From an optimization exercise on the open Yosys and OpenROAD flow, aimed at small area, a short achievable clock period and few clock cycles per item; shortcuts taken in it are not production practice.
At most, simulation tests tie the RTL to the original design; equivalence was not proved.
Power is estimated from default activity; no workload was simulated.

==> job 5803: inputs <==
==> flow/design.v (excerpt) <==
module output_eval_top (
	input logic clk,
	input logic reset,
	input logic wb_cyc_i,
	input logic wb_stb_i,
	input logic wb_we_i,
	input logic [99:0] wb_dat_i,
	output logic [58:0] wb_dat_o,
	output logic wb_ack_o
);
==> flow/config.mk <==
export PLATFORM = sky130hd
export DESIGN_NAME = output_eval_top
export DESIGN_NICKNAME = output_eval_top
export VERILOG_FILES = /design/flow/design.v
export SDC_FILE = /design/flow/constraint.sdc
export NUM_CORES = 4
export LEC_CHECK = 0
export ABC_AREA = 1
export CAP_MARGIN = 20
export CORE_MARGIN = 2
export CORE_UTILIZATION = 40
export CTS_BUF_LIST = sky130_fd_sc_hd__clkbuf_4 sky130_fd_sc_hd__clkbuf_8
export SETUP_SLACK_MARGIN = 3.1
export SLEW_MARGIN = 20
==> flow/constraint.sdc <==
create_clock -name core_clock -period 7.5 [get_ports {clk}]
set_input_delay 1.5000 -clock core_clock [delete_from_list [all_inputs] [get_ports {clk}]]
set_output_delay 1.5000 -clock core_clock [all_outputs]
set_load 0.01 [all_outputs]
standard.sh (not shown) runs the stock make flow with config.mk's settings and CLKGATE_MAP_FILE= SYNTH_SCRIPT=/design/flow/synth_recipe.tcl, a recipe that flattens the netlist after the stock synthesis.
==> flow/flow/run.sh <==
#!/bin/bash
set -euo pipefail
export BUFFER_PORTS_ARGS="-buffer_cell sky130_fd_sc_hd__buf_1"
bash standard.sh > standard.log 2>&1
==> job 8590 (differences from job 5803) <==
--- a/flow/design.v
+++ b/flow/design.v
@@ -493,16 +493,16 @@
 	assign lG2_7 = lG1_7 | (lP1_7 & lG1_3);
 	assign lP2_7 = lP1_7 & lP1_3;
 	assign lG3_8 = lg[8] | (lp[8] & lG2_7);
 	assign lP3_8 = lp[8] & lP2_7;
 	assign lcarry = lG3_8;
-	assign t_o[0] = ~s41;  
-	assign t_o[1] = ~k40;  
-	assign t_o[2] = ~s42;  
+	assign t_o[0] = s41;  
+	assign t_o[1] = k40;  
+	assign t_o[2] = s42;  
 	assign t_o[3] = k41;  
 	assign t_o[4] = s43;  
-	assign t_o[5] = ~k42;  
+	assign t_o[5] = k42;  
 	assign t_o[6] = s44;  
 	assign t_o[7] = k43;  
 	assign t_o[8] = s45;  
 	assign t_o[9] = k44;  
 	assign t_o[10] = s46;  
@@ -513,35 +513,35 @@
 	assign t_o[15] = k47;  
 	assign t_o[16] = s49;  
 	assign t_o[17] = k48;  
 	assign t_o[18] = s50;  
 	assign t_o[19] = k49;  
-	assign t_o[20] = ~s51;  
+	assign t_o[20] = s51;  
 	assign t_o[21] = k50;  
 	assign t_o[22] = s52;  
-	assign t_o[23] = ~k51;  
-	assign t_o[24] = ~s53;  
+	assign t_o[23] = k51;  
+	assign t_o[24] = s53;  
 	assign t_o[25] = k52;  
 	assign t_o[26] = s54;  
-	assign t_o[27] = ~k53;  
+	assign t_o[27] = k53;  
 	assign t_o[28] = ~pp5[12];  
-	assign t_o[29] = ~k54;  
+	assign t_o[29] = k54;  
 	assign t_o[30] = 1'b1;  
-	assign t_o[31] = ~lcarry;  
+	assign t_o[31] = lcarry;  
 endmodule
 module fxp_mul_round (
 	input logic [31:0] t_i,
 	output logic [11:0] p_o
 );
 	logic [15:0] ra, rb;  
 	logic [15:0] q;
-	assign ra[0] = ~t_i[0];
-	assign rb[0] = ~t_i[1];
-	assign ra[1] = ~t_i[2];
+	assign ra[0] = t_i[0];
+	assign rb[0] = t_i[1];
+	assign ra[1] = t_i[2];
 	assign rb[1] = t_i[3];
 	assign ra[2] = t_i[4];
-	assign rb[2] = ~t_i[5];
+	assign rb[2] = t_i[5];
 	assign ra[3] = t_i[6];
 	assign rb[3] = t_i[7];
 	assign ra[4] = t_i[8];
 	assign rb[4] = t_i[9];
 	assign ra[5] = t_i[10];
@@ -552,20 +552,20 @@
 	assign rb[7] = t_i[15];
 	assign ra[8] = t_i[16];
 	assign rb[8] = t_i[17];
 	assign ra[9] = t_i[18];
 	assign rb[9] = t_i[19];
-	assign ra[10] = ~t_i[20];
+	assign ra[10] = t_i[20];
 	assign rb[10] = t_i[21];
 	assign ra[11] = t_i[22];
-	assign rb[11] = ~t_i[23];
-	assign ra[12] = ~t_i[24];
+	assign rb[11] = t_i[23];
+	assign ra[12] = t_i[24];
 	assign rb[12] = t_i[25];
 	assign ra[13] = t_i[26];
-	assign rb[13] = ~t_i[27];
+	assign rb[13] = t_i[27];
 	assign ra[14] = t_i[28];
-	assign rb[14] = ~t_i[29];
+	assign rb[14] = t_i[29];
 	assign ra[15] = t_i[30];
 	assign rb[15] = 1'b0;
 	logic [16:0] qg, qp;  
 	logic qG0_1;
 	logic qP0_1;
@@ -631,11 +631,11 @@
 	logic qP3_14;
 	logic qG3_15;
 	logic qP3_15;
 	logic qG4_16;
 	logic qP4_16;
-	assign qg[0] = ~t_i[31];
+	assign qg[0] = t_i[31];
 	assign qp[0] = 1'b0;
 	assign qg[1] = ra[0] & rb[0];
 	assign qp[1] = ra[0] ^ rb[0];
 	assign qg[2] = ra[1] & rb[1];
 	assign qp[2] = ra[1] ^ rb[1];
==> summary.txt <==
Power Combinational - 3.40 mW
Post-Synth Simple-Gate Area - 0.103
P_leak - 11.2 nW
largest cells by area after synthesis - edfxtp_1 18%, fa_1 17%, ha_1 14%
Post-DP HPWL - 43,700 µm
Regs by FF count - t_q x120, count_q x8, idx_q x2
#FFs+latches synth - 132
Clock Power Share - 0.113
status - finished clean
die area - 53,200 µm²
top cells by count, synth - 431 x inv_1, 304 x nand2_1, 260 x o22ai_1
top cell type's share of synthesized area - 0.180
cts repair resizes - 115
postcts setup bufs - 48
clock network power - 0.586 mW
Mapped Area - 20,500 µm²
GRT met1 Usage - 0.280
proportion of layout cells with a drive suffix above 1 - 0.163
Source of the figures above: job 5803

==> summary.txt <==
largest cells by area after synthesis - edfxtp_1 18%, fa_1 17%, ha_1 14%
cts repair resizes - 131
GRT met1 Usage - 0.273
Post-Synth Simple-Gate Area - 0.109
Clock Power Share - 0.116
status - finished clean
met2 usage - 0.372
top cells by count, synth - 426 x inv_1, 295 x nand2_1, 283 x xor2_1
Rows - 83
Mapped Area - 20,700 µm²
Post-DP HPWL - 43,800 µm
Power Combinational - 3.45 mW
P_leak - 11.5 nW
die area - 53,700 µm²
top cell type's share of synthesized area - 0.184
Regs by FF count - t_q x124, count_q x8, idx_q x2
Source of the figures above: job 8590

Function was not checked in any run of this note: the RTL went through the layout flow alone.

* * *

==> inputs of v16 <==
output_eval_top, a different RTL version from the one above (not shown whole).
Settings: LEC_CHECK=0, ABC_AREA=1, CAP_MARGIN=20, CORE_MARGIN=2, CORE_UTILIZATION=40, CTS_BUF_LIST=sky130_fd_sc_hd__clkbuf_4 sky130_fd_sc_hd__clkbuf_8, SETUP_SLACK_MARGIN=3.0, SLEW_MARGIN=20; clock period 7.5 ns.
==> flow/flow/run.sh <==
#!/bin/bash
set -euo pipefail
export BUFFER_PORTS_ARGS="-buffer_cell sky130_fd_sc_hd__buf_2"
bash standard.sh > standard.log 2>&1
==> inputs of v20, as changes to v16 <==
--- a/flow/design.v
+++ b/flow/design.v
@@ -31,15 +31,15 @@
 	localparam int RESULT_W = NEURONS * DATA_W + IDX_W + 1 + CNT_W;  
 endpackage
 `timescale 1ns/1ps
 module fxp_mul (
 	input logic [11:0] a_i,  
 	input logic y_i,  
 	input logic [11:0] d_i,  
-	output logic [35:0] t_o  
+	output logic [31:0] t_o  
 );
 	logic sat;  
 	logic [11:8] dec;  
 	logic [11:0] ap;  
 	logic neg0, one0, two0;
 	logic [12:0] pp0;
 	logic onel0, twol0;  
@@ -112,34 +112,42 @@
 	logic s48, k48;
 	logic s49, k49;
 	logic s50, k50;
 	logic s51, k51;
 	logic s52, k52;
 	logic s53, k53;
 	logic s54, k54;
-	logic [5:0] la, lb;
-	logic [6:0] lg, lp;  
+	logic [7:0] la, lb;
+	logic [8:0] lg, lp;  
 	logic lG0_1;
 	logic lP0_1;
 	logic lG0_3;
 	logic lP0_3;
 	logic lG0_5;
 	logic lP0_5;
+	logic lG0_7;
+	logic lP0_7;
 	logic lG1_2;
 	logic lP1_2;
 	logic lG1_3;
 	logic lP1_3;
 	logic lG1_6;
 	logic lP1_6;
+	logic lG1_7;
+	logic lP1_7;
 	logic lG2_4;
 	logic lP2_4;
 	logic lG2_5;
 	logic lP2_5;
 	logic lG2_6;
 	logic lP2_6;
+	logic lG2_7;
+	logic lP2_7;
+	logic lG3_8;
+	logic lP3_8;
 	logic lcarry;  
 	assign sat = y_i & a_i[11] & ~a_i[10] & ~a_i[9] & ~a_i[8];
 	assign dec[8] = a_i[8] ^ y_i;
 	assign dec[9] = a_i[9] ^ (y_i & ~a_i[8]);
 	assign dec[10] = a_i[10] ^ (y_i & ~a_i[8] & ~a_i[9]);
 	assign dec[11] = a_i[11] ^ (y_i & ~a_i[8] & ~a_i[9] & ~a_i[10]);
 	assign ap = {dec[11] | sat, dec[10:8] & {3{~sat}}, a_i[7:0]};
@@ -389,127 +397,135 @@
 	assign lb[2] = s35;
 	assign la[3] = s36;
 	assign lb[3] = k35;
 	assign la[4] = s37;
 	assign lb[4] = k36;
 	assign la[5] = s38;
 	assign lb[5] = k37;
+	assign la[6] = s39;
+	assign lb[6] = k38;
+	assign la[7] = s40;
+	assign lb[7] = k39;
 	assign lg[0] = 1'b0;
 	assign lp[0] = 1'b0;
 	assign lg[1] = la[0] & lb[0];
 	assign lp[1] = la[0] ^ lb[0];
 	assign lg[2] = la[1] & lb[1];
 	assign lp[2] = la[1] ^ lb[1];
 	assign lg[3] = la[2] & lb[2];
 	assign lp[3] = la[2] ^ lb[2];
 	assign lg[4] = la[3] & lb[3];
 	assign lp[4] = la[3] ^ lb[3];
 	assign lg[5] = la[4] & lb[4];
 	assign lp[5] = la[4] ^ lb[4];
 	assign lg[6] = la[5] & lb[5];
 	assign lp[6] = la[5] ^ lb[5];
+	assign lg[7] = la[6] & lb[6];
+	assign lp[7] = la[6] ^ lb[6];
+	assign lg[8] = la[7] & lb[7];
+	assign lp[8] = la[7] ^ lb[7];
 	assign lG0_1 = lg[1] | (lp[1] & lg[0]);
 	assign lP0_1 = lp[1] & lp[0];
 	assign lG0_3 = lg[3] | (lp[3] & lg[2]);
 	assign lP0_3 = lp[3] & lp[2];
 	assign lG0_5 = lg[5] | (lp[5] & lg[4]);
 	assign lP0_5 = lp[5] & lp[4];
+	assign lG0_7 = lg[7] | (lp[7] & lg[6]);
+	assign lP0_7 = lp[7] & lp[6];
 	assign lG1_2 = lg[2] | (lp[2] & lG0_1);
 	assign lP1_2 = lp[2] & lP0_1;
 	assign lG1_3 = lG0_3 | (lP0_3 & lG0_1);
 	assign lP1_3 = lP0_3 & lP0_1;
 	assign lG1_6 = lg[6] | (lp[6] & lG0_5);
 	assign lP1_6 = lp[6] & lP0_5;
+	assign lG1_7 = lG0_7 | (lP0_7 & lG0_5);
+	assign lP1_7 = lP0_7 & lP0_5;
 	assign lG2_4 = lg[4] | (lp[4] & lG1_3);
 	assign lP2_4 = lp[4] & lP1_3;
 	assign lG2_5 = lG0_5 | (lP0_5 & lG1_3);
 	assign lP2_5 = lP0_5 & lP1_3;
 	assign lG2_6 = lG1_6 | (lP1_6 & lG1_3);
 	assign lP2_6 = lP1_6 & lP1_3;
-	assign lcarry = lG2_6;
-	assign t_o[0] = s39;  
-	assign t_o[1] = k38;  
-	assign t_o[2] = s40;  
-	assign t_o[3] = k39;  
-	assign t_o[4] = s41;  
-	assign t_o[5] = k40;  
-	assign t_o[6] = s42;  
-	assign t_o[7] = k41;  
-	assign t_o[8] = s43;  
-	assign t_o[9] = k42;  
-	assign t_o[10] = s44;  
-	assign t_o[11] = k43;  
-	assign t_o[12] = s45;  
-	assign t_o[13] = k44;  
-	assign t_o[14] = s46;  
-	assign t_o[15] = k45;  
-	assign t_o[16] = s47;  
-	assign t_o[17] = k46;  
-	assign t_o[18] = s48;  
-	assign t_o[19] = k47;  
-	assign t_o[20] = s49;  
-	assign t_o[21] = k48;  
-	assign t_o[22] = s50;  
-	assign t_o[23] = k49;  
-	assign t_o[24] = s51;  
-	assign t_o[25] = k50;  
-	assign t_o[26] = s52;  
-	assign t_o[27] = k51;  
-	assign t_o[28] = s53;  
-	assign t_o[29] = k52;  
-	assign t_o[30] = s54;  
-	assign t_o[31] = k53;  
-	assign t_o[32] = ~pp5[12];  
-	assign t_o[33] = k54;  
-	assign t_o[34] = 1'b1;  
-	assign t_o[35] = lcarry;  
+	assign lG2_7 = lG1_7 | (lP1_7 & lG1_3);
+	assign lP2_7 = lP1_7 & lP1_3;
+	assign lG3_8 = lg[8] | (lp[8] & lG2_7);
+	assign lP3_8 = lp[8] & lP2_7;
+	assign lcarry = lG3_8;
+	assign t_o[0] = ~s41;  
+	assign t_o[1] = ~k40;  
+	assign t_o[2] = ~s42;  
+	assign t_o[3] = k41;  
+	assign t_o[4] = ~s43;  
+	assign t_o[5] = ~k42;  
+	assign t_o[6] = ~s44;  
+	assign t_o[7] = ~k43;  
+	assign t_o[8] = ~s45;  
+	assign t_o[9] = ~k44;  
+	assign t_o[10] = s46;  
+	assign t_o[11] = ~k45;  
+	assign t_o[12] = s47;  
+	assign t_o[13] = k46;  
+	assign t_o[14] = s48;  
+	assign t_o[15] = k47;  
+	assign t_o[16] = ~s49;  
+	assign t_o[17] = k48;  
+	assign t_o[18] = ~s50;  
+	assign t_o[19] = ~k49;  
+	assign t_o[20] = s51;  
+	assign t_o[21] = ~k50;  
+	assign t_o[22] = s52;  
+	assign t_o[23] = k51;  
+	assign t_o[24] = ~s53;  
+	assign t_o[25] = k52;  
+	assign t_o[26] = s54;  
+	assign t_o[27] = ~k53;  
+	assign t_o[28] = ~pp5[12];  
+	assign t_o[29] = ~k54;  
+	assign t_o[30] = 1'b1;  
+	assign t_o[31] = ~lcarry;  
 endmodule
 module fxp_mul_round (
-	input logic [35:0] t_i,
+	input logic [31:0] t_i,
 	output logic [11:0] p_o
 );
-	logic [17:0] ra, rb;  
+	logic [15:0] ra, rb;  
 	logic [15:0] q;
-	assign ra[0] = t_i[0];
-	assign rb[0] = t_i[1];
-	assign ra[1] = t_i[2];
+	assign ra[0] = ~t_i[0];
+	assign rb[0] = ~t_i[1];
+	assign ra[1] = ~t_i[2];
 	assign rb[1] = t_i[3];
-	assign ra[2] = t_i[4];
-	assign rb[2] = t_i[5];
-	assign ra[3] = t_i[6];
-	assign rb[3] = t_i[7];
-	assign ra[4] = t_i[8];
-	assign rb[4] = t_i[9];
+	assign ra[2] = ~t_i[4];
+	assign rb[2] = ~t_i[5];
+	assign ra[3] = ~t_i[6];
+	assign rb[3] = ~t_i[7];
+	assign ra[4] = ~t_i[8];
+	assign rb[4] = ~t_i[9];
 	assign ra[5] = t_i[10];
-	assign rb[5] = t_i[11];
+	assign rb[5] = ~t_i[11];
 	assign ra[6] = t_i[12];
 	assign rb[6] = t_i[13];
 	assign ra[7] = t_i[14];
 	assign rb[7] = t_i[15];
-	assign ra[8] = t_i[16];
+	assign ra[8] = ~t_i[16];
 	assign rb[8] = t_i[17];
-	assign ra[9] = t_i[18];
-	assign rb[9] = t_i[19];
+	assign ra[9] = ~t_i[18];
+	assign rb[9] = ~t_i[19];
 	assign ra[10] = t_i[20];
-	assign rb[10] = t_i[21];
+	assign rb[10] = ~t_i[21];
 	assign ra[11] = t_i[22];
 	assign rb[11] = t_i[23];
-	assign ra[12] = t_i[24];
+	assign ra[12] = ~t_i[24];
 	assign rb[12] = t_i[25];
 	assign ra[13] = t_i[26];
-	assign rb[13] = t_i[27];
+	assign rb[13] = ~t_i[27];
 	assign ra[14] = t_i[28];
-	assign rb[14] = t_i[29];
+	assign rb[14] = ~t_i[29];
 	assign ra[15] = t_i[30];
-	assign rb[15] = t_i[31];
-	assign ra[16] = t_i[32];
-	assign rb[16] = t_i[33];
-	assign ra[17] = t_i[34];
-	assign rb[17] = 1'b0;
-	logic [18:0] qg, qp;  
+	assign rb[15] = 1'b0;
+	logic [16:0] qg, qp;  
 	logic qG0_1;
 	logic qP0_1;
 	logic qG0_3;
 	logic qP0_3;
 	logic qG0_5;
 	logic qP0_5;
 	logic qG0_7;
@@ -518,16 +534,14 @@
 	logic qP0_9;
 	logic qG0_11;
 	logic qP0_11;
 	logic qG0_13;
 	logic qP0_13;
 	logic qG0_15;
 	logic qP0_15;
-	logic qG0_17;
-	logic qP0_17;
 	logic qG1_2;
 	logic qP1_2;
 	logic qG1_3;
 	logic qP1_3;
 	logic qG1_6;
 	logic qP1_6;
 	logic qG1_7;
@@ -536,16 +550,14 @@
 	logic qP1_10;
 	logic qG1_11;
 	logic qP1_11;
 	logic qG1_14;
 	logic qP1_14;
 	logic qG1_15;
 	logic qP1_15;
-	logic qG1_18;
-	logic qP1_18;
 	logic qG2_4;
 	logic qP2_4;
 	logic qG2_5;
 	logic qP2_5;
 	logic qG2_6;
 	logic qP2_6;
 	logic qG2_7;
@@ -572,19 +584,15 @@
 	logic qP3_13;
 	logic qG3_14;
 	logic qP3_14;
 	logic qG3_15;
 	logic qP3_15;
 	logic qG4_16;
 	logic qP4_16;
-	logic qG4_17;
-	logic qP4_17;
-	logic qG4_18;
-	logic qP4_18;
-	assign qg[0] = t_i[35];
+	assign qg[0] = ~t_i[31];
 	assign qp[0] = 1'b0;
 	assign qg[1] = ra[0] & rb[0];
 	assign qp[1] = ra[0] ^ rb[0];
 	assign qg[2] = ra[1] & rb[1];
 	assign qp[2] = ra[1] ^ rb[1];
 	assign qg[3] = ra[2] & rb[2];
 	assign qp[3] = ra[2] ^ rb[2];
@@ -610,18 +618,14 @@
 	assign qp[13] = ra[12] ^ rb[12];
 	assign qg[14] = ra[13] & rb[13];
 	assign qp[14] = ra[13] ^ rb[13];
 	assign qg[15] = ra[14] & rb[14];
 	assign qp[15] = ra[14] ^ rb[14];
 	assign qg[16] = ra[15] & rb[15];
 	assign qp[16] = ra[15] ^ rb[15];
-	assign qg[17] = ra[16] & rb[16];
-	assign qp[17] = ra[16] ^ rb[16];
-	assign qg[18] = ra[17] & rb[17];
-	assign qp[18] = ra[17] ^ rb[17];
 	assign qG0_1 = qg[1] | (qp[1] & qg[0]);
 	assign qP0_1 = qp[1] & qp[0];
 	assign qG0_3 = qg[3] | (qp[3] & qg[2]);
 	assign qP0_3 = qp[3] & qp[2];
 	assign qG0_5 = qg[5] | (qp[5] & qg[4]);
 	assign qP0_5 = qp[5] & qp[4];
 	assign qG0_7 = qg[7] | (qp[7] & qg[6]);
@@ -630,16 +634,14 @@
 	assign qP0_9 = qp[9] & qp[8];
 	assign qG0_11 = qg[11] | (qp[11] & qg[10]);
 	assign qP0_11 = qp[11] & qp[10];
 	assign qG0_13 = qg[13] | (qp[13] & qg[12]);
 	assign qP0_13 = qp[13] & qp[12];
 	assign qG0_15 = qg[15] | (qp[15] & qg[14]);
 	assign qP0_15 = qp[15] & qp[14];
-	assign qG0_17 = qg[17] | (qp[17] & qg[16]);
-	assign qP0_17 = qp[17] & qp[16];
 	assign qG1_2 = qg[2] | (qp[2] & qG0_1);
 	assign qP1_2 = qp[2] & qP0_1;
 	assign qG1_3 = qG0_3 | (qP0_3 & qG0_1);
 	assign qP1_3 = qP0_3 & qP0_1;
 	assign qG1_6 = qg[6] | (qp[6] & qG0_5);
 	assign qP1_6 = qp[6] & qP0_5;
 	assign qG1_7 = qG0_7 | (qP0_7 & qG0_5);
@@ -648,16 +650,14 @@
 	assign qP1_10 = qp[10] & qP0_9;
 	assign qG1_11 = qG0_11 | (qP0_11 & qG0_9);
 	assign qP1_11 = qP0_11 & qP0_9;
 	assign qG1_14 = qg[14] | (qp[14] & qG0_13);
 	assign qP1_14 = qp[14] & qP0_13;
 	assign qG1_15 = qG0_15 | (qP0_15 & qG0_13);
 	assign qP1_15 = qP0_15 & qP0_13;
-	assign qG1_18 = qg[18] | (qp[18] & qG0_17);
-	assign qP1_18 = qp[18] & qP0_17;
 	assign qG2_4 = qg[4] | (qp[4] & qG1_3);
 	assign qP2_4 = qp[4] & qP1_3;
 	assign qG2_5 = qG0_5 | (qP0_5 & qG1_3);
 	assign qP2_5 = qP0_5 & qP1_3;
 	assign qG2_6 = qG1_6 | (qP1_6 & qG1_3);
 	assign qP2_6 = qP1_6 & qP1_3;
 	assign qG2_7 = qG1_7 | (qP1_7 & qG1_3);
@@ -684,55 +684,51 @@
 	assign qP3_13 = qP2_13 & qP2_7;
 	assign qG3_14 = qG2_14 | (qP2_14 & qG2_7);
 	assign qP3_14 = qP2_14 & qP2_7;
 	assign qG3_15 = qG2_15 | (qP2_15 & qG2_7);
 	assign qP3_15 = qP2_15 & qP2_7;
 	assign qG4_16 = qg[16] | (qp[16] & qG3_15);
 	assign qP4_16 = qp[16] & qP3_15;
-	assign qG4_17 = qG0_17 | (qP0_17 & qG3_15);
-	assign qP4_17 = qP0_17 & qP3_15;
-	assign qG4_18 = qG1_18 | (qP1_18 & qG3_15);
-	assign qP4_18 = qP1_18 & qP3_15;
-	assign q[0] = qp[3] ^ qG1_2;
-	assign q[1] = qp[4] ^ qG1_3;
-	assign q[2] = qp[5] ^ qG2_4;
-	assign q[3] = qp[6] ^ qG2_5;
-	assign q[4] = qp[7] ^ qG2_6;
-	assign q[5] = qp[8] ^ qG2_7;
-	assign q[6] = qp[9] ^ qG3_8;
-	assign q[7] = qp[10] ^ qG3_9;
-	assign q[8] = qp[11] ^ qG3_10;
-	assign q[9] = qp[12] ^ qG3_11;
-	assign q[10] = qp[13] ^ qG3_12;
-	assign q[11] = qp[14] ^ qG3_13;
-	assign q[12] = qp[15] ^ qG3_14;
-	assign q[13] = qp[16] ^ qG3_15;
-	assign q[14] = qp[17] ^ qG4_16;
-	assign q[15] = qp[18] ^ qG4_17;
+	assign q[0] = qp[1] ^ qg[0];
+	assign q[1] = qp[2] ^ qG0_1;
+	assign q[2] = qp[3] ^ qG1_2;
+	assign q[3] = qp[4] ^ qG1_3;
+	assign q[4] = qp[5] ^ qG2_4;
+	assign q[5] = qp[6] ^ qG2_5;
+	assign q[6] = qp[7] ^ qG2_6;
+	assign q[7] = qp[8] ^ qG2_7;
+	assign q[8] = qp[9] ^ qG3_8;
+	assign q[9] = qp[10] ^ qG3_9;
+	assign q[10] = qp[11] ^ qG3_10;
+	assign q[11] = qp[12] ^ qG3_11;
+	assign q[12] = qp[13] ^ qG3_12;
+	assign q[13] = qp[14] ^ qG3_13;
+	assign q[14] = qp[15] ^ qG3_14;
+	assign q[15] = qp[16] ^ qG3_15;
 	logic hi_ok;  
 	logic in_range;  
-	assign hi_ok = ((ra[15] ^ rb[15]) == (ra[14] | rb[14])) &
-		((ra[16] ^ rb[16]) == (ra[15] | rb[15])) &
-		((ra[17] ^ rb[17]) == (ra[16] | rb[16]));
-	assign in_range = hi_ok & (qG3_14 == (ra[14] ^ rb[14]));
+	assign hi_ok = ((ra[13] ^ rb[13]) == (ra[12] | rb[12])) &
+		((ra[14] ^ rb[14]) == (ra[13] | rb[13])) &
+		((ra[15] ^ rb[15]) == (ra[14] | rb[14]));
+	assign in_range = hi_ok & (qG3_12 == (ra[12] ^ rb[12]));
 	assign p_o = in_range ? {~q[11], q[10:0]} :
 		(q[15] ? 12'h800 : 12'h7ff);
 endmodule
 `timescale 1ns/1ps
 module output_eval_top (
 	input logic clk,
 	input logic reset,
 	input logic wb_cyc_i,
 	input logic wb_stb_i,
 	input logic wb_we_i,
 	input logic [99:0] wb_dat_i,
 	output logic [58:0] wb_dat_o,
 	output logic wb_ack_o
 );
-	localparam int TB = 36;  
+	localparam int TB = 32;  
 	logic wr;  
 	logic rd;  
 	logic held_q;  
 	logic [7:0] count_q;
 	logic [1:0] idx_q;
 	logic correct_q;
 	logic [4*TB-1:0] t_q;  
==> flow/flow/run.sh (replaced) <==
#!/bin/bash
set -euo pipefail
export BUFFER_PORTS_ARGS="-buffer_cell sky130_fd_sc_hd__buf_1"
bash standard.sh > standard.log 2>&1
Settings changed: SETUP_SLACK_MARGIN 3.0 to 3.2.
==> impl_summary.txt <==
----------------------------------------------------
[Critical path]
  WP buf/inv ... 2
  Critical path depth ... 10

[Yosys]
  Per-instance average area after synthesis ... 8.33 sq um

[Cells and area]
  Non-clock buffer count in the final layout ... 189
  Area of the multi-input gates ... 15,700 sq um

[Clocking]
  Number of resized instances in the post-cts repair step ... 3
  Source-to-sink clock delay at the later pin of the worst-skew pair ... 570 ps

[Outcome]
  Run status ... timing/DRC/antenna clean

----------------------------------------------------
The numbers above come from v16.

==> impl_summary.txt <==
----------------------------------------------------
[Clocking]
  Number of resized instances in the post-cts repair step ... 145
  Source-to-sink clock delay at the later pin of the worst-skew pair ... 540 ps

[Critical path]
  WP buf/inv ... 5

[Outcome]
  Run status ... timing/DRC/antenna clean

----------------------------------------------------
The numbers above come from v20.

Testbench counts of v20, summed over its fixed seeds: cycles 6,400, items 3,200.
No functional check of the RTL was part of v16.

-- port drivers added, routing unchanged --
The flow's constraints put no driver on any port. The routed layouts listed below were extracted and timed again, unchanged, in two steps. Step 1 (the two cells are an assumption about what drives the block):
set clk [get_ports {clk}]
set_driving_cell -lib_cell sky130_fd_sc_hd__clkbuf_16 $clk
set_driving_cell -lib_cell sky130_fd_sc_hd__buf_2 [delete_from_list [all_inputs] $clk]
Step 2, shift: input delay + t, output delay - t, t = (earliest + latest rising clock arrival at the registers) / 2. This alone moves slack from input paths to output paths. Three values: no drivers, after step 1, after step 2; two values: the first two.
run	shift t [ns]	setup slack, ns	clock arrival spread, ns
job 5803	0.607	3.184 / 3.170 / 2.571	0.018 / 0.018
job 8590	0.602	3.151 / 3.174 / 2.579	0.024 / 0.024
v16	0.613	3.040 / 3.035 / 2.422	0.028 / 0.028
v20	0.595	3.219 / 3.203 / 2.609	0.035 / 0.035
After both steps setup and hold are still met in every run listed. The setup slack of v16, which loses most, moves by -0.005 ns with the drivers and by -0.618 ns with both steps.
